What follows belongs to an exercise in optimizing a design on an open flow for small area; a production flow would make more cautious choices. Function was checked by simulation only, so behaviour that the tests miss may differ from the original. Power and IR drop assume default switching activity.

## lane 1
==> flow/design.v <==
package ww_pkg;
	localparam int WORD_W = 16;
	localparam int ADDR_W = 11;
	localparam int MEM_WORDS = 32;
	localparam int FF_WORDS = 5;	 
endpackage
`timescale 1ns/1ps
module ww_storage (
	input logic clk,
	input logic reset,
	input logic [4:0] sel,	 
	input logic we,	 
	input logic [1:0] wd,
	input logic last,	 
	output logic [1:0] rd	 
);
	logic [63:0] heads;
	logic [4:0] valid;
	logic rd_ok;
	for (genvar w = 0; w < 5; w++) begin : g_ff
		logic [15:0] q;
		logic v;
		always_ff @(posedge clk) begin
			q <= {(we && sel == 5'(w)) ? wd : q[1:0], q[15:2]};
		end
		always_ff @(posedge clk or negedge reset) begin
			if (!reset) begin
				v <= 1'b0;
			end else if (we && sel == 5'(w) && last) begin
				v <= 1'b1;
			end
		end
		assign heads[2*w +: 2] = q[1:0];
		assign valid[w] = v;
	end
	for (genvar w = 5; w < 32; w++) begin : g_tg
		logic [15:0] q;
		always_ff @(posedge clk) begin
			q <= {(we && reset && sel == 5'(w)) ? wd : q[1:0], q[15:2]};
		end
		assign heads[2*w +: 2] = q[1:0];
	end
	assign rd_ok = (sel >= 5'd5) || valid[sel[2:0]];
	assign rd = heads[2*sel +: 2] & {2{rd_ok}};
endmodule
`timescale 1ns/1ps
module ww_top (
	input logic clk,
	input logic reset,
	input logic psel,
	input logic penable,
	input logic pwrite,
	input logic [7:0] paddr,
	input logic [15:0] pwdata,
	output logic [15:0] prdata,
	output logic pready,
	output logic pslverr
);
	localparam logic [2:0] S_IDLE = 3'b000;
	localparam logic [2:0] S_IDLE_A = 3'b001;	 
	localparam logic [2:0] S_ALIGN = 3'b010;	 
	localparam logic [2:0] S_PAD = 3'b011;	 
	localparam logic [2:0] S_FETCH = 3'b100;
	localparam logic [2:0] S_EXEC = 3'b101;
	localparam logic [2:0] S_CLEAN = 3'b110;	 
	localparam logic [2:0] S_PAD_A = 3'b111;	 
	logic [2:0] phi;	 
	logic [2:0] phi_n;
	logic [2:0] state;
	logic [2:0] pad_phi;	 
	logic running;
	logic alarm;
	logic [10:0] pc;
	logic [10:0] ctrl;	 
	logic [15:0] ir;	 
	logic [15:0] ac;	 
	logic [1:0] ach;	 
	logic started;	 
	logic car;
	logic ones;
	logic busy;	 
	logic fetch;
	logic exec;
	logic last;
	logic first;
	assign phi_n = phi + 3'd1;
	always_ff @(posedge clk) begin
		phi <= phi_n;
	end
	assign running = state[2:1] != 2'b00;
	assign alarm = !running && state[0];	 
	assign fetch = state == S_FETCH;
	assign exec = state == S_EXEC;
	assign first = phi == 3'd0;
	assign last = phi == 3'd7;
	logic access;
	logic is_mem;
	logic is_ctrl;
	logic is_stat;
	logic is_ac;
	logic is_pc;
	logic is_ro;
	logic err;
	logic need_wait;
	logic stream;
	logic start;
	logic done;
	logic stop;
	assign access = psel && penable;
	assign is_mem = paddr[7] && (paddr[1:0] == 2'b00);
	assign is_ctrl = paddr == 8'h00;
	assign is_stat = paddr == 8'h04;
	assign is_ac = paddr == 8'h08;
	assign is_pc = paddr == 8'h0C;
	assign is_ro = is_stat || is_ac || is_pc;
	assign err = !(is_mem || is_ctrl || is_ro) ||
		(pwrite && is_ro) ||
		(pwrite && running && (is_ctrl || is_mem));
	assign need_wait = !running && !err && (is_mem || (is_ac && !pwrite) || (is_ctrl && pwrite));
	assign done = busy && (phi == pad_phi);
	assign pready = !need_wait || done;
	assign pslverr = access && err;
	assign stream = access && need_wait;
	assign start = stream && pwrite && is_ctrl && done;
	always_ff @(posedge clk) begin
		busy <= access;
	end
	always_comb begin
		if (paddr[7]) begin
			prdata = ir;
		end else begin
			case (paddr[3:2])
				2'd0: prdata = {5'b0, ctrl & {11{started || running}}};
				2'd1: prdata = {14'b0, alarm, running};
				2'd2: prdata = ir;
				default: prdata = {5'b0, pc & {11{started}}};
			endcase
		end
	end
	logic [10:0] maddr;
	logic in_range;
	logic [4:0] sel;
	logic [1:0] head;
	logic [1:0] rd;
	logic mem_we;
	logic [1:0] wd;
	logic m_we;
	logic [1:0] m_wd;
	assign maddr = fetch ? pc : ir[10:0];
	assign in_range = !running || (fetch ? (&pc[10:5]) : (&ir[10:5]));
	assign sel = running ? maddr[4:0] : paddr[6:2];
	assign rd = in_range ? head : 2'b00;
	assign m_we = exec && !ir[15] && in_range && (ir[4:0] < 5'd5);
	assign m_wd[0] = (ir[11] && phi >= 3'd6) ? rd[0] : ach[0];
	assign m_wd[1] = (ir[11] && phi >= 3'd5) ? rd[1] : ach[1];
	assign mem_we = m_we || (stream && pwrite && paddr[7]);
	assign wd = running ? m_wd : pwdata[2*phi +: 2];
	ww_storage u_storage (
		.clk(clk),
		.reset(reset),
		.sel(sel),
		.we(mem_we),
		.wd(wd),
		.last(last),
		.rd(head)
	);
	logic ir_cap;
	logic [1:0] ir_src;
	assign ir_cap = fetch || (stream && !(pwrite && paddr[7]));
	assign ir_src = (running || paddr[7]) ? rd : (pwrite ? wd : ach);
	for (genvar d = 0; d < 8; d++) begin : g_ir
		always_ff @(posedge clk) begin
			if (ir_cap && phi == 3'(d)) begin
				ir[2*d +: 2] <= ir_src;
			end
		end
	end
	logic [4:0] opf;
	logic f_exec;
	logic f_jump;
	logic f_go;
	assign opf = {rd, ir[13:11]};
	assign f_exec = (opf[4:2] == 3'b100) || (opf[4:1] == 4'b0100);
	assign f_jump = (opf[4:1] == 4'b0111) && (opf[0] || ac_t[1]);
	assign f_go = f_exec || (opf[4:1] == 4'b0111);
	logic norm;
	logic ic;
	logic [1:0] ac_t;
	logic ic_n;
	logic [1:0] b;
	logic [2:0] s;
	logic arith;
	logic is_add;
	logic res15;
	logic ovf;
	logic [1:0] ac_in;
	assign ach = ac[1:0] & {2{started}};
	assign norm = fetch || (state == S_CLEAN);
	assign ic = car;
	assign ac_t[0] = ach[0] ^ ic;
	assign ac_t[1] = ach[1] ^ (ach[0] & ic);
	assign ic_n = ach[1] & ach[0] & ic;
	assign arith = ir[15];
	assign is_add = ir[12];
	assign b = rd ^ {2{ir[11]}};	 
	assign s = {1'b0, ach} + {1'b0, b} + {2'b0, !first && car};	 
	assign res15 = s[1] ^ (s[2] && ones && s[0]);
	assign ovf = (ach[1] == b[1]) && (res15 != ach[1]);
	always_comb begin
		if (exec && arith) begin
			ac_in = is_add ? s[1:0] : b;
		end else if (norm) begin
			ac_in = ac_t;
		end else begin
			ac_in = ac[1:0];
		end
	end
	always_ff @(posedge clk) begin
		if (norm) begin
			car <= ic_n;	 
		end else if (exec && arith && is_add) begin
			car <= s[2];
		end else begin
			car <= 1'b0;
		end
		ones <= (first || ones) && s[0] && s[1];
	end
	always_ff @(posedge clk) begin
		ac <= {ac_in, ac[15:2]};
	end
	assign stop = ((state == S_PAD) || (state == S_PAD_A)) && (phi == pad_phi);
	always_ff @(posedge clk) begin
		if (start || stop || (!running && !access)) begin
			pad_phi <= phi_n;
		end
		if (start) begin
			ctrl <= pwdata[10:0];
		end
		if (start || (fetch && last)) begin
			pc <= (start || f_jump) ? ir[10:0] : pc + 11'd1;
		end
	end
	always_ff @(posedge clk or negedge reset) begin
		if (!reset) begin
			state <= S_IDLE;
			started <= 1'b0;
		end else begin
			case (state)
				S_IDLE, S_IDLE_A: begin
					if (start) begin
						state <= S_ALIGN;
					end
				end
				S_ALIGN: begin
					if (last) begin
						state <= S_FETCH;
					end
				end
				S_FETCH: begin
					if (last) begin
						started <= 1'b1;
						state <= f_exec ? S_EXEC : (f_go ? S_FETCH : S_PAD);
					end
				end
				S_EXEC: begin
					if (last) begin
						if (arith && is_add && ovf) begin
							state <= S_CLEAN;
						end else begin
							state <= S_FETCH;
						end
					end
				end
				S_CLEAN: begin
					if (last) begin
						state <= S_PAD_A;
					end
				end
				default: begin
					if (stop) begin
						state <= {2'b00, state[2]};	 
					end
				end
			endcase
		end
	end
endmodule
==> flow/config.mk <==
export PLATFORM = sky130hd
export DESIGN_NAME = ww_top
export DESIGN_NICKNAME = ww_top
export VERILOG_FILES = /design/flow/design.v
export SDC_FILE = /design/flow/constraint.sdc
export NUM_CORES = 4
export LEC_CHECK = 0
export CAP_MARGIN = 20
export CORE_MARGIN = 2
export CORE_UTILIZATION = 65
export SLEW_MARGIN = 20
==> flow/constraint.sdc <==
create_clock -name core_clock -period 9.0 [get_ports {clk}]
set_input_delay 1.8000 -clock core_clock [delete_from_list [all_inputs] [get_ports {clk}]]
set_output_delay 1.8000 -clock core_clock [all_outputs]
set_load 0.01 [all_outputs]
standard.sh (not shown) runs the stock make flow with config.mk's settings and CLKGATE_MAP_FILE= SYNTH_SCRIPT=/design/flow/synth_recipe.tcl, a recipe that flattens the netlist after the stock synthesis.
==> flow/flow/run.sh <==
#!/bin/bash
# Layout flow: the standard ORFS flow (standard.sh) with these changes:
#  - ORFS's scripts are copied to ./scripts and its ABC mapping script
#    (abc_speed.script) is replaced by flow/abc.script, an area-oriented
#    mapping; everything else in synthesis (registers, flattening, renaming
#    via synth_recipe.tcl) is unchanged;
#  - port buffers use the smallest buffer cell instead of the default choice;
#  - clock tree synthesis clusters sinks into smaller groups driven by
#    clkbuf_8 cells and inserts no dummy loads.
# make's full output goes to flow_make.log here; ORFS's per-step logs are
# under orfs/logs/.
set -euo pipefail
rm -rf scripts
cp -r "$FLOW_HOME/scripts" scripts
cp flow/abc.script scripts/abc_speed.script
CTS="-sink_clustering_enable -repair_clock_nets -dont_use_dummy_load"
CTS="$CTS -buf_list sky130_fd_sc_hd__clkbuf_8"
CTS="$CTS -sink_clustering_size 20 -sink_clustering_max_diameter 50"
bash standard.sh \
	"SCRIPTS_DIR=$PWD/scripts" \
	"BUFFER_PORTS_ARGS=-buffer_cell sky130_fd_sc_hd__buf_1" \
	"CTS_ARGS=$CTS" \
	finish > flow_make.log 2>&1
==> flow/flow/abc.script <==
strash
&get -n
&fraig -x
&put
dc2
strash
dch -f
amap -F 4 -A 10 -E 0.01
Inputs modified between lane 1 and lane 2:
diff --git a/flow/design.v b/flow/design.v
--- a/flow/design.v
+++ b/flow/design.v
@@ -54,18 +54,16 @@
 	input logic [15:0] pwdata,
 	output logic [15:0] prdata,
 	output logic pready,
 	output logic pslverr
 );
-	localparam logic [2:0] S_IDLE = 3'b000;
-	localparam logic [2:0] S_IDLE_A = 3'b001;	 
-	localparam logic [2:0] S_ALIGN = 3'b010;	 
-	localparam logic [2:0] S_PAD = 3'b011;	 
-	localparam logic [2:0] S_FETCH = 3'b100;
-	localparam logic [2:0] S_EXEC = 3'b101;
-	localparam logic [2:0] S_CLEAN = 3'b110;	 
-	localparam logic [2:0] S_PAD_A = 3'b111;	 
+	localparam logic [2:0] S_IDLE = 3'd0;
+	localparam logic [2:0] S_ALIGN = 3'd1;	 
+	localparam logic [2:0] S_FETCH = 3'd2;
+	localparam logic [2:0] S_EXEC = 3'd3;
+	localparam logic [2:0] S_CLEAN = 3'd4;	 
+	localparam logic [2:0] S_PAD = 3'd5;	 
 	logic [2:0] phi;	 
 	logic [2:0] phi_n;
 	logic [2:0] state;
 	logic [2:0] pad_phi;	 
 	logic running;
@@ -85,12 +83,11 @@
 	logic first;
 	assign phi_n = phi + 3'd1;
 	always_ff @(posedge clk) begin
 		phi <= phi_n;
 	end
-	assign running = state[2:1] != 2'b00;
-	assign alarm = !running && state[0];	 
+	assign running = state != S_IDLE;
 	assign fetch = state == S_FETCH;
 	assign exec = state == S_EXEC;
 	assign first = phi == 3'd0;
 	assign last = phi == 3'd7;
 	logic access;
@@ -226,11 +223,11 @@
 		ones <= (first || ones) && s[0] && s[1];
 	end
 	always_ff @(posedge clk) begin
 		ac <= {ac_in, ac[15:2]};
 	end
-	assign stop = ((state == S_PAD) || (state == S_PAD_A)) && (phi == pad_phi);
+	assign stop = (state == S_PAD) && (phi == pad_phi);
 	always_ff @(posedge clk) begin
 		if (start || stop || (!running && !access)) begin
 			pad_phi <= phi_n;
 		end
 		if (start) begin
@@ -241,16 +238,18 @@
 		end
 	end
 	always_ff @(posedge clk or negedge reset) begin
 		if (!reset) begin
 			state <= S_IDLE;
+			alarm <= 1'b0;
 			started <= 1'b0;
 		end else begin
 			case (state)
-				S_IDLE, S_IDLE_A: begin
+				S_IDLE: begin
 					if (start) begin
 						state <= S_ALIGN;
+						alarm <= 1'b0;
 					end
 				end
 				S_ALIGN: begin
 					if (last) begin
 						state <= S_FETCH;
@@ -263,24 +262,25 @@
 					end
 				end
 				S_EXEC: begin
 					if (last) begin
 						if (arith && is_add && ovf) begin
+							alarm <= 1'b1;
 							state <= S_CLEAN;
 						end else begin
 							state <= S_FETCH;
 						end
 					end
 				end
 				S_CLEAN: begin
 					if (last) begin
-						state <= S_PAD_A;
+						state <= S_PAD;
 					end
 				end
 				default: begin
 					if (stop) begin
-						state <= {2'b00, state[2]};	 
+						state <= S_IDLE;
 					end
 				end
 			endcase
 		end
 	end
- Looking at worst hold slack, lane 2 sits 12 ps lower than lane 1 does.
- In the reports for lane 2 and lane 1, the smaller global routing met3 resource utilization belongs to lane 1.
- Between lane 1 and lane 2, the clock latency reported for the late side of the worst-skew pair does not differ in any meaningful way.
- On cell count along the critical path: between lane 2 and lane 1, it ends up higher for lane 2.
- In the metrics for lane 2 and lane 1, the one carrying the lower instance area after placement is lane 1.
- Lane 1 consumes more power than lane 2.
- Relative to lane 1, synthesized netlist cell count has increased by 8 in lane 2.
- Changes observed in lane 2 relative to lane 1: worst-case headroom to the max-slew limit now larger; delay of the slowest critical-path stage now smaller.
- On sum of routed wire length over all layers: between lane 2 and lane 1, it ends up lower for lane 1.

## port drivers added, routing unchanged
Ports are ideal in the flow. The routed layouts listed here were re-timed in OpenROAD.
Step 1 assumes that a clkbuf_16 drives the clock port and a buf_2 every other input.
Step 2 also shifts input and output timing later by t, the mid clock arrival at the registers, as if the neighbouring blocks saw the same clock.
Three values: ideal, step 1, step 2; two values: the first two.
run | t (ns) | slack for setup (ns) | worst setup path at the end
lane 1 | 0.571 | 2.680 / 2.695 / 2.124 | input to register
lane 2 | 0.576 | 2.043 / 2.043 / 1.512 | input to register
After both steps setup and hold are still met in every run listed. The setup slack of lane 1, which loses most, moves by +0.015 ns with the drivers and by -0.556 ns with both steps.
